Context: an optimization exercise on an open-source flow, tuned for a short achievable clock period and few clock cycles. The choices shown serve that exercise and are no tape-out recipe.
Only simulation tests tie the RTL to the original design; equivalence was not proved.
Power and IR drop assume default switching activity.

**flow/config.mk**
```make
export PLATFORM = sky130hd
export DESIGN_NAME = sodor_core
export DESIGN_NICKNAME = sodor_core
export VERILOG_FILES = /design/flow/design.v
export SDC_FILE = /design/flow/constraint.sdc
export NUM_CORES = 4
export LEC_CHECK = 0
export CAP_MARGIN = 20
export CORE_MARGIN = 2
export CORE_UTILIZATION = 40
export SLEW_MARGIN = 20
```
**flow/constraint.sdc**
```tcl
create_clock -name core_clock -period 6.0 [get_ports {clk}]
set_input_delay 1.2000 -clock core_clock [delete_from_list [all_inputs] [get_ports {clk}]]
set_output_delay 1.2000 -clock core_clock [all_outputs]
set_load 0.01 [all_outputs]
```
**flow/design.v**
```verilog
`timescale 1ns/1ps
`default_nettype none
package sodor_pkg;
    localparam int XLEN     = 32;
    localparam int NUM_REGS = 32;
    typedef logic [XLEN-1:0] word_t;
    typedef logic [31:0]     inst_t;
    typedef logic [4:0]      reg_addr_t;
    localparam logic [6:0] OP_ALU_I  = 7'b0010011;
    localparam logic [6:0] OP_ALU_R  = 7'b0110011;
    localparam logic [6:0] OP_BRANCH = 7'b1100011;
    localparam word_t RESET_PC = '0;
    typedef struct packed {
        logic add;
        logic sll;
        logic slt;
        logic sltu;
        logic xor_;
        logic sr;
        logic or_;
        logic and_;
    } alu_sel_t;
endpackage
`default_nettype wire
`timescale 1ns/1ps
`default_nettype none
module regfile (
    input  logic                 clk,
    input  sodor_pkg::reg_addr_t rs1_addr_i,
    input  sodor_pkg::reg_addr_t rs2_addr_i,
    output sodor_pkg::word_t     rs1_data_o,
    output sodor_pkg::word_t     rs2_data_o,
    input  logic                 we_i,
    input  sodor_pkg::reg_addr_t wr_addr_i,
    input  sodor_pkg::word_t     wr_data_i
);
    sodor_pkg::word_t regs [1:sodor_pkg::NUM_REGS-1];
    always_ff @(posedge clk) begin
        if (we_i && (wr_addr_i != '0)) begin
            regs[wr_addr_i] <= wr_data_i;
        end
    end
    assign rs1_data_o = (rs1_addr_i == '0) ? '0 : regs[rs1_addr_i];
    assign rs2_data_o = (rs2_addr_i == '0) ? '0 : regs[rs2_addr_i];
endmodule
`default_nettype wire
`timescale 1ns/1ps
`default_nettype none
module front_end (
    input  logic                 clk,
    input  logic                 reset,
    input  sodor_pkg::inst_t     imem_data_i,
    output sodor_pkg::word_t     pc_o,
    input  logic                 mispredict_i,
    input  sodor_pkg::word_t     redirect_pc_i,
    input  sodor_pkg::word_t     alu_result_i,
    input  logic                 w_wr_i,
    input  sodor_pkg::reg_addr_t w_rd_i,
    input  sodor_pkg::word_t     w_data_i,
    output logic                 x_valid_o,
    output sodor_pkg::word_t     x_pc_o,
    output sodor_pkg::word_t     x_alt_pc_o,
    output logic                 x_pred_o,
    output logic                 x_is_branch_o,
    output logic                 x_wr_o,
    output sodor_pkg::reg_addr_t x_rd_o,
    output logic [2:0]           x_funct3_o,
    output logic                 x_sub_o,
    output logic                 x_sra_o,
    output sodor_pkg::alu_sel_t  x_sel_o,
    output sodor_pkg::word_t     x_op_a_o,
    output sodor_pkg::word_t     x_op_b_o
);
    sodor_pkg::word_t     pc_q;
    sodor_pkg::inst_t     inst;
    logic [6:0]           opcode;
    logic [2:0]           funct3;
    sodor_pkg::reg_addr_t rs1_addr;
    sodor_pkg::reg_addr_t rs2_addr;
    sodor_pkg::reg_addr_t rd_addr;
    logic                 is_alu_i;
    logic                 is_alu_r;
    logic                 is_alu;
    logic                 is_branch;
    logic                 pred_taken;
    logic                 f_wr;
    logic                 kill;
    sodor_pkg::word_t     imm;
    logic [12:0]          br_off;
    sodor_pkg::word_t     pc_plus4;
    sodor_pkg::word_t     br_target;
    logic [13:0]          tgt_lo;
    logic [18:0]          pc_hi_inc;
    logic [18:0]          pc_hi_dec;
    logic [18:0]          tgt_hi;
    sodor_pkg::word_t     next_pc;
    sodor_pkg::word_t     rf_rs1;
    sodor_pkg::word_t     rf_rs2;
    sodor_pkg::word_t     early_rs1;
    sodor_pkg::word_t     early_rs2;
    sodor_pkg::word_t     op_a;
    sodor_pkg::word_t     op_b;
    logic                 x_hit1;
    logic                 x_hit2;
    sodor_pkg::alu_sel_t  sel;
    logic                 x_valid_q;
    sodor_pkg::word_t     x_pc_q;
    sodor_pkg::word_t     x_alt_pc_q;
    logic                 x_pred_q;
    logic                 x_is_branch_q;
    logic                 x_wr_q;
    sodor_pkg::reg_addr_t x_rd_q;
    logic [2:0]           x_funct3_q;
    logic                 x_sub_q;
    logic                 x_sra_q;
    sodor_pkg::alu_sel_t  x_sel_q;
    sodor_pkg::word_t     x_op_a_q;
    sodor_pkg::word_t     x_op_b_q;
    assign inst      = imem_data_i;
    assign opcode    = inst[6:0];
    assign funct3    = inst[14:12];
    assign rs1_addr  = inst[19:15];
    assign rs2_addr  = inst[24:20];
    assign rd_addr   = inst[11:7];
    assign is_alu_i  = (opcode == sodor_pkg::OP_ALU_I);
    assign is_alu_r  = (opcode == sodor_pkg::OP_ALU_R);
    assign is_alu    = is_alu_i || is_alu_r;
    assign is_branch = (opcode == sodor_pkg::OP_BRANCH);
    assign f_wr      = is_alu && (rd_addr != '0);
    assign imm       = {{20{inst[31]}}, inst[31:20]};
    assign br_off    = {inst[31], inst[7], inst[30:25], inst[11:8], 1'b0};
    assign pred_taken = is_branch && inst[31] && (funct3[2:1] != 2'b01);
    assign pc_plus4  = pc_q + 32'd4;
    assign tgt_lo    = {1'b0, pc_q[12:0]} + {1'b0, br_off};
    assign pc_hi_inc = pc_q[31:13] + 19'd1;
    assign pc_hi_dec = pc_q[31:13] - 19'd1;
    always_comb begin
        case ({br_off[12], tgt_lo[13]})
            2'b01:   tgt_hi = pc_hi_inc;
            2'b10:   tgt_hi = pc_hi_dec;
            default: tgt_hi = pc_q[31:13];
        endcase
    end
    assign br_target = {tgt_hi, tgt_lo[12:0]};
    assign next_pc   = pred_taken ? br_target : pc_plus4;
    assign kill = reset || mispredict_i;
    always_ff @(posedge clk) begin
        if (reset) begin
            pc_q <= sodor_pkg::RESET_PC;
        end else if (mispredict_i) begin
            pc_q <= redirect_pc_i;
        end else begin
            pc_q <= next_pc;
        end
    end
    regfile u_regfile (
        .clk        (clk),
        .rs1_addr_i (rs1_addr),
        .rs2_addr_i (rs2_addr),
        .rs1_data_o (rf_rs1),
        .rs2_data_o (rf_rs2),
        .we_i       (w_wr_i),
        .wr_addr_i  (w_rd_i),
        .wr_data_i  (w_data_i)
    );
    assign early_rs1 = (w_wr_i && (w_rd_i == rs1_addr)) ? w_data_i : rf_rs1;
    assign early_rs2 = (w_wr_i && (w_rd_i == rs2_addr)) ? w_data_i : rf_rs2;
    assign x_hit1    = x_wr_q && (x_rd_q == rs1_addr);
    assign x_hit2    = x_wr_q && (x_rd_q == rs2_addr);
    assign op_a      = x_hit1 ? alu_result_i : early_rs1;
    assign op_b      = is_alu_i ? imm : (x_hit2 ? alu_result_i : early_rs2);
    always_comb begin
        sel      = '0;
        sel.add  = (funct3 == 3'b000);
        sel.sll  = (funct3 == 3'b001);
        sel.slt  = (funct3 == 3'b010);
        sel.sltu = (funct3 == 3'b011);
        sel.xor_ = (funct3 == 3'b100);
        sel.sr   = (funct3 == 3'b101);
        sel.or_  = (funct3 == 3'b110);
        sel.and_ = (funct3 == 3'b111);
    end
    always_ff @(posedge clk) begin
        x_valid_q     <= !kill;
        x_wr_q        <= f_wr && !kill;
        x_pc_q        <= pc_q;
        x_alt_pc_q    <= pred_taken ? pc_plus4 : br_target;
        x_pred_q      <= pred_taken;
        x_is_branch_q <= is_branch;
        x_rd_q        <= rd_addr;
        x_funct3_q    <= funct3;
        x_sub_q       <= is_branch || (funct3[2:1] == 2'b01) ||
                         (is_alu_r && (funct3 == 3'b000) && inst[30]);
        x_sra_q       <= inst[30];
        x_sel_q       <= sel;
        x_op_a_q      <= op_a;
        x_op_b_q      <= op_b;
    end
    assign pc_o          = pc_q;
    assign x_valid_o     = x_valid_q;
    assign x_pc_o        = x_pc_q;
    assign x_alt_pc_o    = x_alt_pc_q;
    assign x_pred_o      = x_pred_q;
    assign x_is_branch_o = x_is_branch_q;
    assign x_wr_o        = x_wr_q;
    assign x_rd_o        = x_rd_q;
    assign x_funct3_o    = x_funct3_q;
    assign x_sub_o       = x_sub_q;
    assign x_sra_o       = x_sra_q;
    assign x_sel_o       = x_sel_q;
    assign x_op_a_o      = x_op_a_q;
    assign x_op_b_o      = x_op_b_q;
endmodule
`default_nettype wire
`timescale 1ns/1ps
`default_nettype none
module alu_unit (
    input  sodor_pkg::word_t    op_a_i,
    input  sodor_pkg::word_t    op_b_i,
    input  logic                sub_i,     
    input  logic                sra_i,
    input  sodor_pkg::alu_sel_t sel_i,
    output sodor_pkg::word_t    result_o,
    output logic                eq_o,
    output logic                lt_o,
    output logic                ltu_o
);
    sodor_pkg::word_t b_eff;
    sodor_pkg::word_t sum;
    logic             carry;
    sodor_pkg::word_t sll_res;
    sodor_pkg::word_t sr_res;
    logic [4:0]       shamt;
    assign b_eff        = sub_i ? ~op_b_i : op_b_i;
    assign {carry, sum} = {1'b0, op_a_i} + {1'b0, b_eff} + {32'd0, sub_i};
    assign eq_o  = (op_a_i == op_b_i);
    assign ltu_o = !carry;
    assign lt_o  = (op_a_i[31] ^ op_b_i[31]) ? op_a_i[31] : sum[31];
    assign shamt   = op_b_i[4:0];
    assign sll_res = op_a_i << shamt;
    assign sr_res  = sodor_pkg::word_t'($signed({sra_i & op_a_i[31], op_a_i}) >>> shamt);
    assign result_o = ({32{sel_i.add}}  & sum)
                    | ({32{sel_i.sll}}  & sll_res)
                    | ({32{sel_i.slt}}  & {31'd0, lt_o})
                    | ({32{sel_i.sltu}} & {31'd0, ltu_o})
                    | ({32{sel_i.xor_}} & (op_a_i ^ op_b_i))
                    | ({32{sel_i.sr}}   & sr_res)
                    | ({32{sel_i.or_}}  & (op_a_i | op_b_i))
                    | ({32{sel_i.and_}} & (op_a_i & op_b_i));
endmodule
`default_nettype wire
`timescale 1ns/1ps
`default_nettype none
module branch_unit (
    input  logic [2:0] funct3_i,
    input  logic       eq_i,
    input  logic       lt_i,
    input  logic       ltu_i,
    output logic       cond_o
);
    always_comb begin
        case (funct3_i)
            3'b000:  cond_o = eq_i;
            3'b001:  cond_o = !eq_i;
            3'b100:  cond_o = lt_i;
            3'b101:  cond_o = !lt_i;
            3'b110:  cond_o = ltu_i;
            3'b111:  cond_o = !ltu_i;
            default: cond_o = 1'b0;
        endcase
    end
endmodule
`default_nettype wire
`timescale 1ns/1ps
`default_nettype none
module writeback_stage (
    input  logic                 clk,
    input  logic                 reset,
    input  logic                 x_valid_i,
    input  sodor_pkg::word_t     x_pc_i,
    input  logic                 x_is_branch_i,
    input  logic                 x_taken_i,
    input  logic                 x_wr_i,
    input  sodor_pkg::reg_addr_t x_rd_i,
    input  sodor_pkg::word_t     x_data_i,
    output logic                 w_valid_o,
    output sodor_pkg::word_t     w_pc_o,
    output logic                 w_is_branch_o,
    output logic                 w_taken_o,
    output logic                 w_wr_o,
    output sodor_pkg::reg_addr_t w_rd_o,
    output sodor_pkg::word_t     w_data_o
);
    logic                 valid_q;
    sodor_pkg::word_t     pc_q;
    logic                 is_branch_q;
    logic                 taken_q;
    logic                 wr_q;
    sodor_pkg::reg_addr_t rd_q;
    sodor_pkg::word_t     data_q;
    always_ff @(posedge clk) begin
        valid_q     <= x_valid_i && !reset;
        wr_q        <= x_wr_i && !reset;
        pc_q        <= x_pc_i;
        is_branch_q <= x_is_branch_i;
        taken_q     <= x_taken_i;
        rd_q        <= x_rd_i;
        data_q      <= x_data_i;
    end
    assign w_valid_o     = valid_q;
    assign w_pc_o        = pc_q;
    assign w_is_branch_o = is_branch_q;
    assign w_taken_o     = taken_q;
    assign w_wr_o        = wr_q;
    assign w_rd_o        = rd_q;
    assign w_data_o      = data_q;
endmodule
`default_nettype wire
`timescale 1ns/1ps
`default_nettype none
module sodor_core (
    input  logic               clk,
    input  logic               reset,
    input  logic [31:0]        imem_data_i,
    output logic [31:0]        pc_o,
    output logic               retire_valid_o,
    output logic [31:0]        retire_pc_o,
    output logic               retire_is_branch_o,
    output logic               retire_taken_o,
    output logic               retire_writes_rd_o,
    output logic [4:0]         retire_rd_o,
    output logic [31:0]        retire_data_o
);
    logic                 x_valid;
    sodor_pkg::word_t     x_pc;
    sodor_pkg::word_t     x_alt_pc;
    logic                 x_pred;
    logic                 x_is_branch;
    logic                 x_wr;
    sodor_pkg::reg_addr_t x_rd;
    logic [2:0]           x_funct3;
    logic                 x_sub;
    logic                 x_sra;
    sodor_pkg::alu_sel_t  x_sel;
    sodor_pkg::word_t     x_op_a;
    sodor_pkg::word_t     x_op_b;
    sodor_pkg::word_t     alu_result;
    logic                 eq;
    logic                 lt;
    logic                 ltu;
    logic                 cond;
    logic                 taken;
    logic                 mispredict;
    logic                 w_valid;
    sodor_pkg::word_t     w_pc;
    logic                 w_is_branch;
    logic                 w_taken;
    logic                 w_wr;
    sodor_pkg::reg_addr_t w_rd;
    sodor_pkg::word_t     w_data;
    front_end u_front_end (
        .clk           (clk),
        .reset         (reset),
        .imem_data_i   (imem_data_i),
        .pc_o          (pc_o),
        .mispredict_i  (mispredict),
        .redirect_pc_i (x_alt_pc),
        .alu_result_i  (alu_result),
        .w_wr_i        (w_wr),
        .w_rd_i        (w_rd),
        .w_data_i      (w_data),
        .x_valid_o     (x_valid),
        .x_pc_o        (x_pc),
        .x_alt_pc_o    (x_alt_pc),
        .x_pred_o      (x_pred),
        .x_is_branch_o (x_is_branch),
        .x_wr_o        (x_wr),
        .x_rd_o        (x_rd),
        .x_funct3_o    (x_funct3),
        .x_sub_o       (x_sub),
        .x_sra_o       (x_sra),
        .x_sel_o       (x_sel),
        .x_op_a_o      (x_op_a),
        .x_op_b_o      (x_op_b)
    );
    alu_unit u_alu_unit (
        .op_a_i   (x_op_a),
        .op_b_i   (x_op_b),
        .sub_i    (x_sub),
        .sra_i    (x_sra),
        .sel_i    (x_sel),
        .result_o (alu_result),
        .eq_o     (eq),
        .lt_o     (lt),
        .ltu_o    (ltu)
    );
    branch_unit u_branch_unit (
        .funct3_i (x_funct3),
        .eq_i     (eq),
        .lt_i     (lt),
        .ltu_i    (ltu),
        .cond_o   (cond)
    );
    assign taken      = x_valid && x_is_branch && cond;
    assign mispredict = x_valid && x_is_branch && (cond != x_pred);
    writeback_stage u_writeback_stage (
        .clk           (clk),
        .reset         (reset),
        .x_valid_i     (x_valid),
        .x_pc_i        (x_pc),
        .x_is_branch_i (x_is_branch),
        .x_taken_i     (taken),
        .x_wr_i        (x_wr),
        .x_rd_i        (x_rd),
        .x_data_i      (alu_result),
        .w_valid_o     (w_valid),
        .w_pc_o        (w_pc),
        .w_is_branch_o (w_is_branch),
        .w_taken_o     (w_taken),
        .w_wr_o        (w_wr),
        .w_rd_o        (w_rd),
        .w_data_o      (w_data)
    );
    assign retire_valid_o     = w_valid;
    assign retire_pc_o        = w_pc;
    assign retire_is_branch_o = w_is_branch;
    assign retire_taken_o     = w_taken;
    assign retire_writes_rd_o = w_wr;
    assign retire_rd_o        = w_rd;
    assign retire_data_o      = w_data;
endmodule
`default_nettype wire
```
**flow/run.sh**
```bash
#!/bin/bash
# synth_recipe.tcl (not shown) runs the flow's synth.tcl, then flattens the netlist and writes it again
# the make line also repeats each setting of config.mk as NAME=value (left out here)
make -C /OpenROAD-flow-scripts/flow DESIGN_CONFIG=/design/flow/config.mk WORK_HOME=/design/flow/orfs CLKGATE_MAP_FILE= SYNTH_SCRIPT=/design/flow/synth_recipe.tcl finish
```
==> reports/qor.yml, run 1 <==
status: "finished clean"
routed_wl_um: 218900
clock_path_buffers: 3
track_usage: 0.2646
dominantRegCellSynth: "edfxtp_1"
dieArea_um2: 163000
ioPinCount: 139
maxCapViolations: 0
rsz0062_at_grt: "false"
grt_max_degree: 119
synth_area_um2: 63930
finalCritPeriodShare: 0.9332
irDropWorstVdd_uv: 308.0
slew_violations: 0
fp-row-count: 146
yosys.area.top_type_share: 0.4659
drc: 0
worst_setup_path_start_kind: "input port"
clk_pin_slew_ps: 60
core_area_um2: 158600
end_kind: "register"
via_per_inst: 6.420
first_pass_iters: 7
setup_ws_ps: 400.6
wire_per_inst_um: 31.45
grt_overflow: 0
synthesis.nets: 4785
met2_usage: 0.4219
setup_violations: 0
hold_ws_ps: 298.9
p_total_mw: 22.53
cts_sinks: 1246
start_util: 0.4032
clock_latency_ps: 800
area_growth_pct: 14.29
critical_path_class: "input port to register"
slew_headroom: 0.1983
nFillCells: 13910
leakage_nw: 25.22
antenna_found_initial: 7
drive_gt1_frac: 0.2080
finalHoldViolations: 0
synth_warnings: 4
grt_pass1_wl_um: 313500
tightest_slew_ps: 1200
dpl.hpwl_um: 139100
finalCriticalPeriod_ps: 5599
crit_arrival_ps: 6330
async_flop_share: 0
tritoncts: "done"
cp_data_required_time_ps: 6730
die_h_um: 403.8
synthCells: 4621
port_buffers: 138
cts_made_buffers: 139
vias: 44690
fmax_mhz: 178.6
place_congestion: 0.9452
hold_path_class: "register to register"
synth_area_leader_cell: "edfxtp_1"
synth_most_common_cell: "edfxtp_1"
setup-tns-final_ps: 0
final_util: 0.4608
synth-edff-count: 992
critPathMaxFanout: 5
yosysSeqAreaShare: 0.5455
ys_top_cells_by_area: "edfxtp_1, mux4_2, dfxtp_1, mux2i_1, ha_1"
top_usage_layer: "met2"
drtAntennaViolNets: 0
die_w_um: 403.8
holdBufCountCts: 0
pre_cts_slack_ps: -572.3
cts_setup_buffers: 0
final_nets: 4933
synth.ff_latch_count: 1246
use_met3: 0.05387
ys_types: 84
power_density_nw_per_um2: 308.3
grt_pass1_vias: 43490
drt-initial-drc-count: 5836
clock-root-buffer: "clkbuf_16"
syn_avg_cell_area_um2: 13.84
met1_usage: 0.3564
fin_worst_skew_ps: 43.65
h-tree-depth: 4
synth_common_cells: "edfxtp_1, mux4_2, nor2_1"
[routing by layer]
metal  vias up  share of wire
met3       491          0.094
met5         -        0.00020
met1     23000           0.39
met2      2492           0.47
li1      18700              -
met4         6          0.040
[cells by family after synthesis]
| group | count (synthesis) | share of synthesized area |
|---|---|---|
| compound gates | 1034 | 0.1071 |
| xor+xnor | 120 | 0.01644 |
| fa+ha+maj | 130 | 0.02579 |
| buf+inv | 459 | 0.02943 |
| flops | 1246 | 0.5455 |
| mux | 794 | 0.2159 |
| simple gates | 838 | 0.05989 |
[critical path, cell delays in order]
cell and delay, ps:
clkdlybuf4s50_1 430, ha_1 240, fa_1 390, a21o_1 200, a21oi_2 200, o21bai_1 110
a2111o_1 440, a41oi_1 290, o21bai_1 110, a21oi_2 200, ha_4 180, buf_4 140
ha_1 240, a21oi_1 180, o21ai_0 180, nor2_1 160, nor4_1 80, o311a_1 370
o41ai_1 270, buf_4 190, xor2_1 70, or3_1 310, a31oi_1 160
[final timing paths]
kind | startpoint | end | slack [ps] | cells past startpoint
max | imem_data_i[8] | u_front_end.x_alt_pc_q[31]$_DFF_P_ | 400 | 23
min | u_front_end.x_pc_q[3]$_DFF_P_ | u_writeback_stage.pc_q[3]$_DFF_P_ | 300 | 0
max reg2reg | u_front_end.pc_q[1]$_SDFFE_PP0P_ | u_front_end.x_alt_pc_q[31]$_DFF_P_ | 930 | 22
min reg2reg | u_front_end.x_pc_q[3]$_DFF_P_ | u_writeback_stage.pc_q[3]$_DFF_P_ | 300 | 0
[registers in the layout, indices dropped and copies added, names as in the netlist, 31 cells and up]
name,flops
u_writeback_stage.pc_q,32
u_front_end.x_op_b_q,32
u_front_end.x_alt_pc_q,31
u_writeback_stage.data_q,32
u_front_end.u_regfile.regs,992
u_front_end.x_op_a_q,32
u_front_end.x_pc_q,32
u_front_end.pc_q,32
[final cells by class]
| cell class | instances | area, µm² | area share |
|---|---|---|---|
| Clock inverter | 66 | 616.8 | 0.008442 |
| Tap cell | 2072 | 2592 | 0.03548 |
| Sequential cell | 1246 | 34880 | 0.4774 |
| Antenna cell | 3 | 7.507 | 0.0001027 |
| Multi-Input combinational cell | 2916 | 27520 | 0.3767 |
| Timing Repair Buffer | 349 | 3149 | 0.04310 |
| Inverter | 117 | 440.4 | 0.006027 |
| Clock buffer | 191 | 3856 | 0.05277 |
[what timing repair did]
item,CTS,global route
gates resized for setup,0,2
endpoints found under the hold margin,0,0
endpoints found under the setup margin,0,6
[cell usage in the layout, fill, tap and decap left out, types with 17 or more instances in the layout]
master	count
edfxtp_1	992
mux4_2	460
a21oi_1	291
mux2i_1	280
nor2_1	272
dfxtp_1	249
nand2_1	244
buf_4	198
o21ai_0	193
clkbuf_16	141
a211oi_1	128
clkdlybuf4s50_1	127
ha_1	126
inv_1	111
xor2_1	80
a22oi_1	74
a221oi_1	71
o211ai_1	56
nand3_1	47
mux2_2	47
nor2b_1	43
nand2b_1	42
xnor2_1	40
nor2_4	36
clkbuf_1	36
nor3_1	35
a21o_1	32
clkinv_1	24
a211o_1	22
clkinv_2	20
nand4_1	17
[stage by stage]
stage,area [µm²],std cells
floorplan,63950,4621
global placement,68540,6698
detailed placement,68560,6699
CTS,73030,6956
global route,73060,6958
finish,73070,6960
[power by group]
part | switching (mW) | internal (mW) | leakage, nW
registers | 0.247 | 9.87 | 11.1
logic | 2.56 | 1.44 | 11.9
clock network | 3.58 | 4.84 | 2.19
Testbench counts, summed over its fixed seeds: cycles 33,888.
==> inputs of run 2 (changes only) <==
--- a/flow/design.v
+++ b/flow/design.v
@@ -54,4 +54,5 @@
     input  logic                 mispredict_i,
     input  sodor_pkg::word_t     redirect_pc_i,
+    input  logic                 x_taken_i,
     input  sodor_pkg::word_t     alu_result_i,
     input  logic                 w_wr_i,
@@ -62,4 +63,5 @@
     output sodor_pkg::word_t     x_alt_pc_o,
     output logic                 x_pred_o,
+    output logic                 x_bwd_o,
     output logic                 x_is_branch_o,
     output logic                 x_wr_o,
@@ -83,4 +85,6 @@
     logic                 is_alu;
     logic                 is_branch;
+    logic                 bwd_branch;
+    logic                 loop_exit;
     logic                 pred_taken;
     logic                 f_wr;
@@ -108,4 +112,5 @@
     sodor_pkg::word_t     x_alt_pc_q;
     logic                 x_pred_q;
+    logic                 x_bwd_q;
     logic                 x_is_branch_q;
     logic                 x_wr_q;
@@ -130,5 +135,15 @@
     assign imm       = {{20{inst[31]}}, inst[31:20]};
     assign br_off    = {inst[31], inst[7], inst[30:25], inst[11:8], 1'b0};
-    assign pred_taken = is_branch && inst[31] && (funct3[2:1] != 2'b01);
+    assign bwd_branch = is_branch && inst[31] && (funct3[2:1] != 2'b01);
+    assign pred_taken = bwd_branch && !loop_exit;
+    loop_predictor u_loop_predictor (
+        .clk         (clk),
+        .reset       (reset),
+        .f_pc_i      (pc_q),
+        .exit_o      (loop_exit),
+        .x_update_i  (x_valid_q && x_bwd_q),
+        .x_pc_i      (x_pc_q),
+        .x_taken_i   (x_taken_i)
+    );
     assign pc_plus4  = pc_q + 32'd4;
     assign tgt_lo    = {1'b0, pc_q[12:0]} + {1'b0, br_off};
@@ -187,4 +202,5 @@
         x_alt_pc_q    <= pred_taken ? pc_plus4 : br_target;
         x_pred_q      <= pred_taken;
+        x_bwd_q       <= bwd_branch;
         x_is_branch_q <= is_branch;
         x_rd_q        <= rd_addr;
@@ -202,4 +218,5 @@
     assign x_alt_pc_o    = x_alt_pc_q;
     assign x_pred_o      = x_pred_q;
+    assign x_bwd_o       = x_bwd_q;
     assign x_is_branch_o = x_is_branch_q;
     assign x_wr_o        = x_wr_q;
@@ -213,4 +230,72 @@
 endmodule
 `default_nettype wire
+`default_nettype none
+module loop_predictor #(
+    parameter int ENTRIES = 8,
+    parameter int TAG_W   = 16,
+    parameter int CNT_W   = 6
+) (
+    input  logic             clk,
+    input  logic             reset,
+    input  sodor_pkg::word_t f_pc_i,
+    output logic             exit_o,
+    input  logic             x_update_i,
+    input  sodor_pkg::word_t x_pc_i,
+    input  logic             x_taken_i
+);
+    logic             valid_q [ENTRIES];
+    logic             conf_q  [ENTRIES];
+    logic [TAG_W-1:0] tag_q   [ENTRIES];
+    logic [CNT_W-1:0] cnt_q   [ENTRIES];
+    logic [CNT_W-1:0] trip_q  [ENTRIES];
+    logic [2:0] victim_q;
+    logic [TAG_W-1:0] f_tag;
+    logic [TAG_W-1:0] x_tag;
+    logic [ENTRIES-1:0] f_exit;
+    logic [ENTRIES-1:0] x_hit;
+    assign f_tag = f_pc_i[TAG_W+1:2];
+    assign x_tag = x_pc_i[TAG_W+1:2];
+    always_comb begin
+        for (int i = 0; i < ENTRIES; i++) begin
+            f_exit[i] = valid_q[i] && conf_q[i] && (tag_q[i] == f_tag) &&
+                        (cnt_q[i] == trip_q[i]);
+            x_hit[i]  = valid_q[i] && (tag_q[i] == x_tag);
+        end
+    end
+    assign exit_o = |f_exit;
+    always_ff @(posedge clk) begin
+        if (reset) begin
+            for (int i = 0; i < ENTRIES; i++) begin
+                valid_q[i] <= 1'b0;
+            end
+            victim_q <= '0;
+        end else if (x_update_i) begin
+            if (|x_hit) begin
+                for (int i = 0; i < ENTRIES; i++) begin
+                    if (x_hit[i]) begin
+                        if (x_taken_i) begin
+                            if (cnt_q[i] == '1) begin
+                                conf_q[i] <= 1'b0;
+                            end else begin
+                                cnt_q[i] <= cnt_q[i] + 1'b1;
+                            end
+                        end else begin
+                            trip_q[i] <= cnt_q[i];
+                            conf_q[i] <= (cnt_q[i] != '1);
+                            cnt_q[i]  <= '0;
+                        end
+                    end
+                end
+            end else if (x_taken_i) begin
+                valid_q[victim_q] <= 1'b1;
+                conf_q[victim_q]  <= 1'b0;
+                tag_q[victim_q]   <= x_tag;
+                cnt_q[victim_q]   <= 1;
+                victim_q          <= victim_q + 1'b1;
+            end
+        end
+    end
+endmodule
+`default_nettype wire
 `timescale 1ns/1ps
 `default_nettype none
@@ -366,4 +451,5 @@
         .mispredict_i  (mispredict),
         .redirect_pc_i (x_alt_pc),
+        .x_taken_i     (cond),
         .alu_result_i  (alu_result),
         .w_wr_i        (w_wr),
@@ -374,4 +460,5 @@
         .x_alt_pc_o    (x_alt_pc),
         .x_pred_o      (x_pred),
+        .x_bwd_o       (),
         .x_is_branch_o (x_is_branch),
         .x_wr_o        (x_wr),
--- a/flow/config.mk
+++ b/flow/config.mk
@@ -6,6 +6,9 @@
 export NUM_CORES = 4
 export LEC_CHECK = 0
+export ABC_CLOCK_PERIOD_IN_PS = 2500
 export CAP_MARGIN = 20
 export CORE_MARGIN = 2
 export CORE_UTILIZATION = 40
+export GPL_TIMING_DRIVEN = 1
+export SETUP_SLACK_MARGIN = 3.3
 export SLEW_MARGIN = 20
==> run 2 against run 1 <==
Non-clock buffer count grew 608. Cell count grew 31%. Setup slack gained 360 ps. Synthesized cell count grew 23%. Critical path depth grew 2. Area after synthesis grew 21%. Utilization grew 5.8 points. Critical path type unchanged. Fmax grew 6.9%. Still clean on timing, DRC and antenna. First-iteration DRC count grew 28%. Critical endpoint is now u_front_end.pc_q[29]$_SDFF_PP0_. Hold slack gained 27 ps. Clock skew grew 22 ps.
==> reports/qor.yml, run 2 <==
dpl.hpwl_um: 167000  # +20%
clk_pin_slew_ps: 60  # about the same
wl_met1_um: 111100  # +29%
grt_max_degree: 66  # -45%
critPathMaxStageDelay_ps: 400  # -40 ps
critPathSlowestCell: "or3_4"
setup_violations: 0  # unchanged
ys_top_cells_by_area: "edfxtp_1, mux4_2, dfxtp_1, mux2i_1, xor2_1"
drtAntennaViolNets: 0  # unchanged
mostFrequentLayoutCells: "edfxtp_1, mux4_2, buf_4, nor2_1, xor2_1"
slew_violations: 0  # unchanged
setup_ws_ps: 760.6  # +360.0 ps
setup-tns-final_ps: 0  # unchanged
ioPinCount: 139  # unchanged
finalHoldViolations: 0  # unchanged
first_pass_iters: 6  # -1
drt-initial-drc-count: 7485  # +28%
synth_area_leader_cell: "edfxtp_1"
async_flop_share: 0  # unchanged
synth_area_um2: 77220  # +21%
placed_area_um2: 83160  # +21%
synth-edff-count: 1168  # +18%
grt_overflow: 0  # unchanged
r2r_start: "u_front_end.pc_q[1]$_SDFFE_PP0P_"
synthesis.nets: 5867  # +23%
synth_most_common_cell: "edfxtp_1"
slew_headroom: 0.1646  # -0.03366
regArea_um2: 41800  # +20%
start_util: 0.4018  # -0.001403
dieArea_um2: 196600  # +21%
via_per_inst: 6.386  # -0.53%
yosysSeqAreaShare: 0.5377  # -0.007766
rsz0062_at_grt: "true"
crit_end: "u_front_end.pc_q[29]$_SDFF_PP0_"
synth_warnings: 6  # +2
core_area_um2: 192200  # +21%
final_common_cell: "edfxtp_1"
cts_sinks: 1490  # +20%
leakage_nw: 35.58  # +41%
reg.largest.list: "u_front_end.u_regfile.regs (992), u_front_end.u_loop_predictor.tag_q (128)"
dominantRegCellSynth: "edfxtp_1"
critPathLaunch: "imem_data_i[8]"
cts_made_buffers: 166  # +19%
clock_latency_ps: 840  # +40 ps
critPathMaxFanout: 3  # -2
top_layer_used: "met5"
synth_common_cells: "edfxtp_1, mux4_2, dfxtp_1, nor2_1, a21oi_1"
routed_wl_um: 292600  # +34%
wl_met3_um: 30820  # +50%
die_w_um: 443.4  # +9.8%
hold_path_class: "register to register"
r2r_end: "u_front_end.pc_q[29]$_SDFF_PP0_"
finalCriticalPeriod_ps: 5239  # -360.0 ps
multi_input_area_um2: 37160  # +35%
drc: 0  # unchanged
largest_reg_flops: 992  # unchanged
ys_types: 99  # +18%
status: "finished clean"
port_buffers: 138  # unchanged
fp-row-count: 161  # +10%
holdBufCountCts: 0  # unchanged
end_kind: "register"
grt_pass1_vias: 56010  # +29%
stdcell_area_um2: 99710  # +36%
final_nets: 6592  # +34%
rrSetupSlack_ps: 870  # -60 ps
wire_per_inst_um: 32.17  # +2.3%
clock-root-buffer: "clkbuf_16"
fin_worst_skew_ps: 66.10  # +22.45 ps
yosys.area.top_type_share: 0.4542  # -0.01171
place_congestion: 0.9367  # -0.90%
finalCritPeriodShare: 0.8732  # -0.05999
h-tree-depth: 4  # unchanged
wl_met2_um: 133600  # +29%
clock_path_buffers: 3  # unchanged
die_h_um: 443.4  # +9.8%
tritoncts: "done"
syn_avg_cell_area_um2: 13.56  # -2.0%
crit_arrival_ps: 5970  # -360 ps
vias: 58090  # +30%
critical_path_class: "input port to register"
tightest_slew_ps: 1251  # +51.62 ps
irDropWorstVdd_uv: 269.3  # -13%
regMostFlops: "u_front_end.u_regfile.regs"
grt_pass1_wl_um: 410100  # +31%
maxCapViolations: 0  # unchanged
track_usage: 0.2886  # +0.02399
pre_cts_slack_ps: -517.3  # +55.01 ps
cp_data_required_time_ps: 6730  # about the same
ff2ff_path_depth: 24  # +9.1%
hold_ws_ps: 325.7  # +26.80 ps
antenna_found_initial: 22  # +15
fmax_mhz: 190.9  # +6.9%
synth.ff_latch_count: 1490  # +20%
drive_gt1_frac: 0.3564  # +0.1485
power_density_nw_per_um2: 295.5  # -4.2%
worst_setup_path_start_kind: "input port"
nFillCells: 15900  # +14%
synthCells: 5694  # +23%
area_growth_pct: 29.14
crit_top_cell: "a21o_1"
run 2: changes by cell type after synthesis, moves of 28 or more:
cell | before | now
edfxtp_1 | 992 | 1168
mux4_2 | 460 | 502
nand4_1 | 17 | 70
xor2_1 | 80 | 283
and3_1 | 19 | 53
mux2_2 | 47 | 80
dfxtp_1 | 254 | 322
nand3_1 | 48 | 107
buf_2 | 67 | 95
xnor2_1 | 40 | 139
nor4_1 | 16 | 90
run 2: per-stage QoR:
stage / util / cells / total power [mW]
5_1_grt: 0.5188 / 9092 / 30.23
3_3_place_gp: 0.4324 / 8243 / 16.40
2_1_floorplan: - / 5694 / 14.82
6_report: 0.5189 / 9096 / 29.47
3_5_place_dp: 0.4327 / 8245 / 16.42
4_1_cts: 0.5082 / 8995 / 28.95
run 2: cells by family after synthesis:
| family | count (synthesis) | synth area share |
|---|---|---|
| simple gates | 1209 | 0.08018 |
| mux | 842 | 0.1918 |
| fa+ha+maj | 139 | 0.02281 |
| buf+inv | 502 | 0.02644 |
| compound gates | 1090 | 0.09319 |
| flops | 1490 | 0.5377 |
| xor+xnor | 422 | 0.04787 |
run 2: worst min path at each step:
stage               slack (ps)  depth (start not counted)                                  to                      startpoint
floorplan                  310                          0  u_writeback_stage.pc_q[18]$_DFF_P_  u_front_end.x_pc_q[18]$_DFF_P_
global placement           310                          0  u_writeback_stage.pc_q[29]$_DFF_P_  u_front_end.x_pc_q[29]$_DFF_P_
detailed placement         310                          0  u_writeback_stage.pc_q[24]$_DFF_P_  u_front_end.x_pc_q[24]$_DFF_P_
CTS                        330                          0   u_writeback_stage.pc_q[1]$_DFF_P_   u_front_end.x_pc_q[1]$_DFF_P_
global route               330                          0  u_writeback_stage.pc_q[31]$_DFF_P_  u_front_end.x_pc_q[31]$_DFF_P_
finish                     330                          0  u_writeback_stage.pc_q[31]$_DFF_P_  u_front_end.x_pc_q[31]$_DFF_P_
run 2: power breakdown:
part | leakage, nW | internal [mW] | switching (mW)
registers | 13.3 | 11.7 | 0.321
clock network | 2.72 | 5.97 | 4.48
logic | 19.6 | 3.30 | 3.72
total | 35.6 | 20.9 | 8.52
run 2: worst max-delay path, delay by kind of cell:
| family | cells | cell delay [ps] |
|---|---|---|
| buffers and inverters | 4 | 450 |
| and+or+nand+nor | 2 | 700 |
| xor gates and xnor gates | 1 | 160 |
| muxes | 1 | 160 |
| AOI/OAI and AO/OA | 13 | 2420 |
| adders and majority gates | 4 | 870 |
run 2: cell type report:
| cell class | count | share of cell area |
|---|---|---|
| Clock buffer | 217 | 0.04608 |
| Clock inverter | 94 | 0.009913 |
| Inverter | 99 | 0.003852 |
| Antenna cell | 8 | 0.0002008 |
| Multi-Input combinational cell | 3705 | 0.3727 |
| Sequential cell | 1490 | 0.4192 |
| Timing Repair Buffer | 957 | 0.1164 |
| Tap cell | 2526 | 0.03170 |
run 2: per-layer routing:
layer | vias to the layer above | global-route usage
li1 | 24010 | -
met1 | 29660 | 0.3800
met2 | 3626 | 0.4468
met3 | 783 | 0.06679
met4 | 14 | 0.1474
met5 | - | 0
run 2: timing repair:
action | CTS | global route
gates resized for setup | 1298 | 270
endpoints found under the setup margin | 948 | 501
pin swaps | 236 | 154
setup buffers | 361 | 86
cloned | 78 | 7
hold endpoints to repair | 0 | 0
Testbench counts of run 2, summed over its fixed seeds: cycles 33,106.
==> inputs of run 3 (changes only) <==
--- a/flow/design.v
+++ b/flow/design.v
@@ -55,4 +55,5 @@
     input  sodor_pkg::word_t     redirect_pc_i,
     input  logic                 x_taken_i,
+    input  sodor_pkg::word_t     x_target_i,
     input  sodor_pkg::word_t     alu_result_i,
     input  logic                 w_wr_i,
@@ -61,7 +62,7 @@
     output logic                 x_valid_o,
     output sodor_pkg::word_t     x_pc_o,
-    output sodor_pkg::word_t     x_alt_pc_o,
+    output sodor_pkg::word_t     x_pc4_o,
+    output logic [12:0]          x_br_off_o,
     output logic                 x_pred_o,
-    output logic                 x_bwd_o,
     output logic                 x_is_branch_o,
     output logic                 x_wr_o,
@@ -86,16 +87,10 @@
     logic                 is_branch;
     logic                 bwd_branch;
-    logic                 loop_exit;
     logic                 pred_taken;
+    sodor_pkg::word_t     pred_target;
     logic                 f_wr;
     logic                 kill;
     sodor_pkg::word_t     imm;
-    logic [12:0]          br_off;
     sodor_pkg::word_t     pc_plus4;
-    sodor_pkg::word_t     br_target;
-    logic [13:0]          tgt_lo;
-    logic [18:0]          pc_hi_inc;
-    logic [18:0]          pc_hi_dec;
-    logic [18:0]          tgt_hi;
     sodor_pkg::word_t     next_pc;
     sodor_pkg::word_t     rf_rs1;
@@ -110,5 +105,6 @@
     logic                 x_valid_q;
     sodor_pkg::word_t     x_pc_q;
-    sodor_pkg::word_t     x_alt_pc_q;
+    sodor_pkg::word_t     x_pc4_q;
+    logic [12:0]          x_br_off_q;
     logic                 x_pred_q;
     logic                 x_bwd_q;
@@ -122,4 +118,11 @@
     sodor_pkg::word_t     x_op_a_q;
     sodor_pkg::word_t     x_op_b_q;
+    function automatic logic [29:0] inc30(input logic [29:0] a);
+        logic [29:0] r;
+        for (int i = 0; i < 30; i++) begin
+            r[i] = a[i] ^ ((i == 0) ? 1'b1 : &(a | ~((30'd1 << i) - 30'd1)));
+        end
+        inc30 = r;
+    endfunction
     assign inst      = imem_data_i;
     assign opcode    = inst[6:0];
@@ -134,30 +137,19 @@
     assign f_wr      = is_alu && (rd_addr != '0);
     assign imm       = {{20{inst[31]}}, inst[31:20]};
-    assign br_off    = {inst[31], inst[7], inst[30:25], inst[11:8], 1'b0};
     assign bwd_branch = is_branch && inst[31] && (funct3[2:1] != 2'b01);
-    assign pred_taken = bwd_branch && !loop_exit;
-    loop_predictor u_loop_predictor (
-        .clk         (clk),
-        .reset       (reset),
-        .f_pc_i      (pc_q),
-        .exit_o      (loop_exit),
-        .x_update_i  (x_valid_q && x_bwd_q),
-        .x_pc_i      (x_pc_q),
-        .x_taken_i   (x_taken_i)
+    loop_btb u_loop_btb (
+        .clk        (clk),
+        .reset      (reset),
+        .f_pc_i     (pc_q),
+        .taken_o    (pred_taken),
+        .target_o   (pred_target),
+        .x_update_i (x_valid_q && x_bwd_q),
+        .x_pc_i     (x_pc_q),
+        .x_taken_i  (x_taken_i),
+        .x_target_i (x_target_i)
     );
-    assign pc_plus4  = pc_q + 32'd4;
-    assign tgt_lo    = {1'b0, pc_q[12:0]} + {1'b0, br_off};
-    assign pc_hi_inc = pc_q[31:13] + 19'd1;
-    assign pc_hi_dec = pc_q[31:13] - 19'd1;
-    always_comb begin
-        case ({br_off[12], tgt_lo[13]})
-            2'b01:   tgt_hi = pc_hi_inc;
-            2'b10:   tgt_hi = pc_hi_dec;
-            default: tgt_hi = pc_q[31:13];
-        endcase
-    end
-    assign br_target = {tgt_hi, tgt_lo[12:0]};
-    assign next_pc   = pred_taken ? br_target : pc_plus4;
-    assign kill = reset || mispredict_i;
+    assign pc_plus4 = {inc30(pc_q[31:2]), pc_q[1:0]};
+    assign next_pc  = pred_taken ? pred_target : pc_plus4;
+    assign kill     = reset || mispredict_i;
     always_ff @(posedge clk) begin
         if (reset) begin
@@ -200,5 +192,6 @@
         x_wr_q        <= f_wr && !kill;
         x_pc_q        <= pc_q;
-        x_alt_pc_q    <= pred_taken ? pc_plus4 : br_target;
+        x_pc4_q       <= pc_plus4;
+        x_br_off_q    <= {inst[31], inst[7], inst[30:25], inst[11:8], 1'b0};
         x_pred_q      <= pred_taken;
         x_bwd_q       <= bwd_branch;
@@ -216,7 +209,7 @@
     assign x_valid_o     = x_valid_q;
     assign x_pc_o        = x_pc_q;
-    assign x_alt_pc_o    = x_alt_pc_q;
+    assign x_pc4_o       = x_pc4_q;
+    assign x_br_off_o    = x_br_off_q;
     assign x_pred_o      = x_pred_q;
-    assign x_bwd_o       = x_bwd_q;
     assign x_is_branch_o = x_is_branch_q;
     assign x_wr_o        = x_wr_q;
@@ -231,7 +224,6 @@
 `default_nettype wire
 `default_nettype none
-module loop_predictor #(
+module loop_btb #(
     parameter int ENTRIES = 8,
-    parameter int TAG_W   = 16,
     parameter int CNT_W   = 6
 ) (
@@ -239,29 +231,46 @@
     input  logic             reset,
     input  sodor_pkg::word_t f_pc_i,
-    output logic             exit_o,
+    output logic             taken_o,
+    output sodor_pkg::word_t target_o,
     input  logic             x_update_i,
     input  sodor_pkg::word_t x_pc_i,
-    input  logic             x_taken_i
+    input  logic             x_taken_i,
+    input  sodor_pkg::word_t x_target_i
 );
-    logic             valid_q [ENTRIES];
-    logic             conf_q  [ENTRIES];
-    logic [TAG_W-1:0] tag_q   [ENTRIES];
-    logic [CNT_W-1:0] cnt_q   [ENTRIES];
-    logic [CNT_W-1:0] trip_q  [ENTRIES];
-    logic [2:0] victim_q;
-    logic [TAG_W-1:0] f_tag;
-    logic [TAG_W-1:0] x_tag;
+    logic             valid_q  [ENTRIES];
+    logic             conf_q   [ENTRIES];
+    logic [31:1]      tag_q    [ENTRIES];
+    sodor_pkg::word_t target_q [ENTRIES];
+    logic [CNT_W-1:0] cnt_q    [ENTRIES];
+    logic [CNT_W-1:0] trip_q   [ENTRIES];
+    logic [2:0]       victim_q;
+    logic             u_update_q;
+    logic             u_taken_q;
+    logic [31:1]      u_pc_q;
+    sodor_pkg::word_t u_target_q;
+    logic [ENTRIES-1:0] u_hit;
+    logic [ENTRIES-1:0] f_hit;
     logic [ENTRIES-1:0] f_exit;
-    logic [ENTRIES-1:0] x_hit;
-    assign f_tag = f_pc_i[TAG_W+1:2];
-    assign x_tag = x_pc_i[TAG_W+1:2];
     always_comb begin
+        taken_o  = 1'b0;
+        target_o = '0;
         for (int i = 0; i < ENTRIES; i++) begin
-            f_exit[i] = valid_q[i] && conf_q[i] && (tag_q[i] == f_tag) &&
-                        (cnt_q[i] == trip_q[i]);
-            x_hit[i]  = valid_q[i] && (tag_q[i] == x_tag);
+            f_hit[i]  = valid_q[i] && (tag_q[i] == f_pc_i[31:1]);
+            f_exit[i] = conf_q[i] && (cnt_q[i] == trip_q[i]);
+            taken_o   = taken_o | (f_hit[i] & !f_exit[i]);
+            target_o  = target_o | ({32{f_hit[i]}} & target_q[i]);
+        end
+    end
+    always_ff @(posedge clk) begin
+        u_update_q <= x_update_i && !reset;
+        u_taken_q  <= x_taken_i;
+        u_pc_q     <= x_pc_i[31:1];
+        u_target_q <= x_target_i;
+    end
+    always_comb begin
+        for (int i = 0; i < ENTRIES; i++) begin
+            u_hit[i] = valid_q[i] && (tag_q[i] == u_pc_q);
         end
     end
-    assign exit_o = |f_exit;
     always_ff @(posedge clk) begin
         if (reset) begin
@@ -270,9 +279,9 @@
             end
             victim_q <= '0;
-        end else if (x_update_i) begin
-            if (|x_hit) begin
+        end else if (u_update_q) begin
+            if (|u_hit) begin
                 for (int i = 0; i < ENTRIES; i++) begin
-                    if (x_hit[i]) begin
-                        if (x_taken_i) begin
+                    if (u_hit[i]) begin
+                        if (u_taken_q) begin
                             if (cnt_q[i] == '1) begin
                                 conf_q[i] <= 1'b0;
@@ -287,10 +296,11 @@
                     end
                 end
-            end else if (x_taken_i) begin
-                valid_q[victim_q] <= 1'b1;
-                conf_q[victim_q]  <= 1'b0;
-                tag_q[victim_q]   <= x_tag;
-                cnt_q[victim_q]   <= 1;
-                victim_q          <= victim_q + 1'b1;
+            end else if (u_taken_q) begin
+                valid_q[victim_q]  <= 1'b1;
+                conf_q[victim_q]   <= 1'b0;
+                tag_q[victim_q]    <= u_pc_q;
+                target_q[victim_q] <= u_target_q;
+                cnt_q[victim_q]    <= 1;
+                victim_q           <= victim_q + 1'b1;
             end
         end
@@ -338,21 +348,80 @@
 `default_nettype none
 module branch_unit (
-    input  logic [2:0] funct3_i,
-    input  logic       eq_i,
-    input  logic       lt_i,
-    input  logic       ltu_i,
-    output logic       cond_o
+    input  logic             valid_i,
+    input  logic             is_branch_i,
+    input  logic             pred_i,
+    input  logic [2:0]       funct3_i,
+    input  logic             eq_i,
+    input  logic             lt_i,
+    input  logic             ltu_i,
+    input  sodor_pkg::word_t pc_i,
+    input  sodor_pkg::word_t pc4_i,
+    input  logic [12:0]      br_off_i,
+    output logic             taken_o,
+    output sodor_pkg::word_t target_o,
+    output logic             mispredict_o,
+    output sodor_pkg::word_t redirect_pc_o
 );
+    logic        cond;
+    logic [13:0] tgt_lo;
+    logic [18:0] tgt_hi;
+    function automatic logic [13:0] add13(input logic [12:0] a, input logic [12:0] b);
+        logic [12:0] p0;
+        logic [12:0] g;
+        logic [12:0] p;
+        logic [13:0] s;
+        p0 = a ^ b;
+        g  = a & b;
+        p  = p0;
+        for (int d = 1; d < 13; d = d * 2) begin
+            for (int i = 12; i >= d; i--) begin
+                g[i] = g[i] | (p[i] & g[i-d]);
+                p[i] = p[i] & p[i-d];
+            end
+        end
+        s[0] = p0[0];
+        for (int i = 1; i < 13; i++) begin
+            s[i] = p0[i] ^ g[i-1];
+        end
+        s[13] = g[12];
+        add13 = s;
+    endfunction
+    function automatic logic [18:0] inc19(input logic [18:0] a);
+        logic [18:0] r;
+        for (int i = 0; i < 19; i++) begin
+            r[i] = a[i] ^ ((i == 0) ? 1'b1 : &(a | ~((19'd1 << i) - 19'd1)));
+        end
+        inc19 = r;
+    endfunction
+    function automatic logic [18:0] dec19(input logic [18:0] a);
+        logic [18:0] r;
+        for (int i = 0; i < 19; i++) begin
+            r[i] = a[i] ^ ((i == 0) ? 1'b1 : &(~a | ~((19'd1 << i) - 19'd1)));
+        end
+        dec19 = r;
+    endfunction
     always_comb begin
         case (funct3_i)
-            3'b000:  cond_o = eq_i;
-            3'b001:  cond_o = !eq_i;
-            3'b100:  cond_o = lt_i;
-            3'b101:  cond_o = !lt_i;
-            3'b110:  cond_o = ltu_i;
-            3'b111:  cond_o = !ltu_i;
-            default: cond_o = 1'b0;
+            3'b000:  cond = eq_i;
+            3'b001:  cond = !eq_i;
+            3'b100:  cond = lt_i;
+            3'b101:  cond = !lt_i;
+            3'b110:  cond = ltu_i;
+            3'b111:  cond = !ltu_i;
+            default: cond = 1'b0;
+        endcase
+    end
+    assign tgt_lo = add13(pc_i[12:0], br_off_i);
+    always_comb begin
+        case ({br_off_i[12], tgt_lo[13]})
+            2'b01:   tgt_hi = inc19(pc_i[31:13]);
+            2'b10:   tgt_hi = dec19(pc_i[31:13]);
+            default: tgt_hi = pc_i[31:13];
         endcase
     end
+    assign target_o = {tgt_hi, tgt_lo[12:0]};
+    assign taken_o       = valid_i && is_branch_i && cond;
+    assign mispredict_o  = valid_i && (is_branch_i ? (cond != pred_i) : pred_i);
+    assign redirect_pc_o = pred_i ? pc4_i : target_o;
 endmodule
 `default_nettype wire
@@ -419,5 +488,6 @@
     logic                 x_valid;
     sodor_pkg::word_t     x_pc;
-    sodor_pkg::word_t     x_alt_pc;
+    sodor_pkg::word_t     x_pc4;
+    logic [12:0]          x_br_off;
     logic                 x_pred;
     logic                 x_is_branch;
@@ -434,7 +504,8 @@
     logic                 lt;
     logic                 ltu;
-    logic                 cond;
     logic                 taken;
+    sodor_pkg::word_t     target;
     logic                 mispredict;
+    sodor_pkg::word_t     redirect_pc;
     logic                 w_valid;
     sodor_pkg::word_t     w_pc;
@@ -450,6 +521,7 @@
         .pc_o          (pc_o),
         .mispredict_i  (mispredict),
-        .redirect_pc_i (x_alt_pc),
-        .x_taken_i     (cond),
+        .redirect_pc_i (redirect_pc),
+        .x_taken_i     (taken),
+        .x_target_i    (target),
         .alu_result_i  (alu_result),
         .w_wr_i        (w_wr),
@@ -458,7 +530,7 @@
         .x_valid_o     (x_valid),
         .x_pc_o        (x_pc),
-        .x_alt_pc_o    (x_alt_pc),
+        .x_pc4_o       (x_pc4),
+        .x_br_off_o    (x_br_off),
         .x_pred_o      (x_pred),
-        .x_bwd_o       (),
         .x_is_branch_o (x_is_branch),
         .x_wr_o        (x_wr),
@@ -483,12 +555,19 @@
     );
     branch_unit u_branch_unit (
-        .funct3_i (x_funct3),
-        .eq_i     (eq),
-        .lt_i     (lt),
-        .ltu_i    (ltu),
-        .cond_o   (cond)
+        .valid_i       (x_valid),
+        .is_branch_i   (x_is_branch),
+        .pred_i        (x_pred),
+        .funct3_i      (x_funct3),
+        .eq_i          (eq),
+        .lt_i          (lt),
+        .ltu_i         (ltu),
+        .pc_i          (x_pc),
+        .pc4_i         (x_pc4),
+        .br_off_i      (x_br_off),
+        .taken_o       (taken),
+        .target_o      (target),
+        .mispredict_o  (mispredict),
+        .redirect_pc_o (redirect_pc)
     );
-    assign taken      = x_valid && x_is_branch && cond;
-    assign mispredict = x_valid && x_is_branch && (cond != x_pred);
     writeback_stage u_writeback_stage (
         .clk           (clk),
==> run 3 against run 2 <==
Clock-buffer cell count grew 54. Critical endpoint is now u_front_end.pc_q[5]$_SDFF_PP0_. Flip-flop and latch count increased by 413. Still clean on timing, DRC and antenna. Critical path type is now register to register. Synthesized cell count up 12%. Power is 17% higher. Clock power rose by 22%. First-iteration DRC count increased by 20%. Cell count up 17%.
==> reports/qor.yml, run 3 <==
critical_path_class: "register to register"
r2r_start: "u_front_end.x_pc4_q[1]$_DFF_P_"
wl_met2_um: 169600  # +27%
fin_worst_skew_ps: 72.51  # +6.409 ps
clock-root-buffer: "clkbuf_16"
crit_top_cell: "buf_6"
synthesis.nets: 6554  # +12%
via_per_inst: 6.361  # -0.40%
synth-compound-area-share: 0.08687  # -0.006318
critPathLaunch: "u_front_end.x_pc4_q[1]$_DFF_P_"
tritoncts: "done"
grt_pass1_wl_um: 502800  # +23%
start_util: 0.4016  # about the same
syn_avg_cell_area_um2: 14.26  # +5.1%
final_nets: 7597  # +15%
ff2ff_path_depth: 42  # +75%
regArea_um2: 53960  # +29%
rsz0062_at_grt: "true"
irDropWorstVdd_uv: 297.9  # +11%
port_buffers: 138  # unchanged
finalCriticalPeriod_ps: 5008  # -231.0 ps
h-tree-depth: 4  # unchanged
crit_arrival_ps: 5750  # -220 ps
synthCells: 6395  # +12%
place_congestion: 0.9994  # +6.7%
mostFrequentLayoutCells: "edfxtp_1, buf_4, mux4_2, nor2_1, buf_6"
maxCapViolations: 0  # unchanged
die_w_um: 481.5  # +8.6%
slew_headroom: 0.2887  # +0.1241
hold_path_class: "register to register"
synth_fa_ha_area_frac: 0.01732  # -0.005499
tightest_slew_ps: 1067  # -184.4 ps
cts_sinks: 1903  # +28%
switching_power_mw: 9.470  # +11%
synth_common_cells: "edfxtp_1, mux4_2, nor2_1"
synth_simple_gate_area_frac: 0.06175  # -0.01843
drc: 0  # unchanged
cp_data_required_time_ps: 6740  # about the same
p_total_mw: 34.44  # +17%
setup-tns-final_ps: 0  # unchanged
yosys.area.top_type_share: 0.5085  # +0.05423
critPathSlowestCell: "dfxtp_4"
antenna_found_initial: 9  # -59%
clock_latency_ps: 890  # +50 ps
top_layer_used: "met5"
synth_top_family_by_area: "multiplexers"
crit_end: "u_front_end.pc_q[5]$_SDFF_PP0_"
clock_path_buffers: 3  # unchanged
swShare: 0.2749  # -0.01422
ys_top_cells_by_area: "edfxtp_1, mux4_2, dfxtp_1, xnor2_1, mux2i_1"
finalHoldViolations: 0  # unchanged
die_h_um: 481.5  # +8.6%
fp-row-count: 175  # +8.7%
seqPwrFrac: 0.439  # +0.032
r2r_end: "u_front_end.pc_q[5]$_SDFF_PP0_"
critPathMaxStageDelay_ps: 350  # -50 ps
muxShareOfSynthArea: 0.1554  # -0.03645
synth-edff-count: 1544  # +32%
yosysSeqAreaShare: 0.5873  # +0.04957
async_flop_share: 0  # unchanged
core_area_um2: 227100  # +18%
regMostFlops: "u_front_end.u_regfile.regs"
dominantRegCellSynth: "edfxtp_1"
first_pass_iters: 9  # +3
cts_made_buffers: 202  # +22%
intPower_mw: 24.97  # +19%
fmax_mhz: 199.7  # +4.6%
finalCritPeriodShare: 0.8347  # -0.03850
dieArea_um2: 231800  # +18%
ioPinCount: 139  # unchanged
combinationalPowerShare: 0.191  # -0.047
wire_per_inst_um: 34.60  # +7.6%
synth_warnings: 6  # unchanged
synth_area_leader_cell: "edfxtp_1"
grt_overflow: 0  # unchanged
track_usage: 0.3062  # +0.01757
drtAntennaViolNets: 0  # unchanged
worst_setup_path_start_kind: "register"
reg.largest.list: "u_front_end.u_regfile.regs (992), u_front_end.u_loop_btb.target_q (256), u_front_end.u_loop_btb.tag_q (248)"
largest_reg_flops: 992  # unchanged
synth.ff_latch_count: 1903  # +28%
ys_types: 84  # -15%
critPathMaxFanout: 2  # -1
drt-initial-drc-count: 8993  # +20%
rrSetupSlack_ps: 990  # +120 ps
nFillCells: 18000  # +13%
wl_met3_um: 36130  # +17%
final_common_cell: "edfxtp_1"
placed_area_um2: 98300  # +18%
grt_pass1_vias: 66020  # +18%
slew_violations: 0  # unchanged
synth-xor-area-share: 0.06685  # +0.01898
synth_area_um2: 91190  # +18%
clk_pin_slew_ps: 60  # about the same
vias: 67610  # +16%
stdcell_area_um2: 120500  # +21%
synth_most_common_cell: "edfxtp_1"
power_density_nw_per_um2: 285.9  # -3.3%
grt_max_degree: 55  # -17%
leakage_nw: 43.35  # +22%
clockPowerShare: 0.370  # +0.016
end_kind: "register"
hold_ws_ps: 351.6  # +25.88 ps
drive_gt1_frac: 0.3682  # +0.01177
dpl.hpwl_um: 199100  # +19%
setup_violations: 0  # unchanged
multi_input_area_um2: 39880  # +7.3%
status: "finished clean"
routed_wl_um: 367800  # +26%
wl_met1_um: 131100  # +18%
area_growth_pct: 32.14
[run 3: changes by cell type after synthesis, moves of 69 or more]
cell	before	now
edfxtp_1	1168	1544
a221oi_1	45	144
nand4_1	70	169
a21oi_1	320	251
nor2_1	322	413
xnor2_1	139	390
[run 3: kinds of logic after synthesis]
family,count (synthesis)
flops,1903
simple gates,1155
compound gates,1129
mux,824
xor+xnor,696
buf+inv,563
fa+ha+maj,125
[run 3: metal layers]
metal,vias up,global-route usage
li1,27340,-
met3,1219,0.05930
met2,4510,0.4842
met5,-,0
met4,2,0.2132
met1,34540,0.3792
[run 3: worst max-delay path, delay by kind of cell (launching register included)]
kind	cells	cell delay (ps)
AO/OA/AOI/OAI	4	420
multiplexers	1	80
flip-flops	1	350
buffers and inverters	32	3330
adder cells (fa/ha/maj)	2	390
AND/OR/NAND/NOR	3	290
[run 3: worst min-delay path by stage]
stage | start | end | slack, ps | depth (start not counted)
2_1_floorplan | u_front_end.x_pc_q[16]$_DFF_P_ | u_writeback_stage.pc_q[16]$_DFF_P_ | 320 | 0
3_3_place_gp | u_front_end.x_pc_q[4]$_DFF_P_ | u_writeback_stage.pc_q[4]$_DFF_P_ | 330 | 0
3_5_place_dp | u_front_end.x_pc_q[9]$_DFF_P_ | u_writeback_stage.pc_q[9]$_DFF_P_ | 340 | 0
4_1_cts | u_front_end.x_pc4_q[0]$_DFF_P_ | u_writeback_stage.pc_q[0]$_DFF_P_ | 340 | 0
5_1_grt | u_front_end.x_pc4_q[0]$_DFF_P_ | u_writeback_stage.pc_q[0]$_DFF_P_ | 350 | 0
6_report | u_front_end.x_pc4_q[0]$_DFF_P_ | u_writeback_stage.pc_q[0]$_DFF_P_ | 350 | 0
[run 3: cell type report]
cell class                 count  area share
antenna                        5   0.0001038
clock buffer                 271     0.04657
clock inverter               110    0.009595
inverter                     126    0.004237
multi-input combinational   3939      0.3310
sequential                  1903      0.4479
tap                         3009     0.03125
timing repair buffer        1258      0.1289
timing repair inverter         8   0.0004984
[run 3: per-stage QoR]
stage	std cells	utilization	setup slack, ps
after floorplan	6395	-	1529
after global placement	9363	0.4326	920.9
after detailed placement	9366	0.4329	869.7
after CTS	10460	0.5152	1086
after global routing	10630	0.5306	800.2
final	10630	0.5307	991.6
[run 3: power by group through the flow]
stage               Sequential, mW  Combinational (mW)  Clock, mW
global route                  15.1                6.81       13.4
detailed placement            15.4                4.09          0
global placement              15.4                4.06          0
CTS                           15.1                6.01       12.8
finish                        15.1                6.59       12.7
floorplan                     15.5                2.35          0
[run 3: repair_timing]
action / in CTS / in global routing
pin swaps: 165 / 179
resized for setup: 1428 / 389
gates cloned: 85 / 22
hold buffers: 0 / 0
endpoints found under the setup margin: 1569 / 847
buffers inserted: 630 / 140
hold endpoints to repair: 0 / 0
Testbench counts of run 3, summed over its fixed seeds: cycles 33,514.

what the ideal ports hide:
How much do the figures lean on ideal ports? The routed layouts below were timed once more, with nothing changed but the port constraints. Step 1, drivers: a clkbuf_16 drives clk and a buf_2 each remaining input, both assumed. Step 2 also shifts input and output timing later by t, the mid clock arrival at the registers, as if the neighbouring blocks saw the same clock. a / b / c = ideal / step 1 / step 2; a / b = the first two.
run	shift t [ns]	setup slack, ns	worst setup path at the end	worst data-port slew with drivers (ns)	cell pins on the clock port's net
run 1	0.859	0.401 / 0.466 / -0.394	input to register	0.11	1
run 2	0.901	0.761 / 0.817 / -0.085	input to register	0.28	1
run 3	0.950	0.992 / 0.992 / 0.992	register to register	0.35	1
Met with ideal ports but missed after step 2: setup timing in run 1 and run 2. For run 2, which loses most, drivers alone change the setup slack by +0.056 ns; drivers and shift together by -0.846 ns.
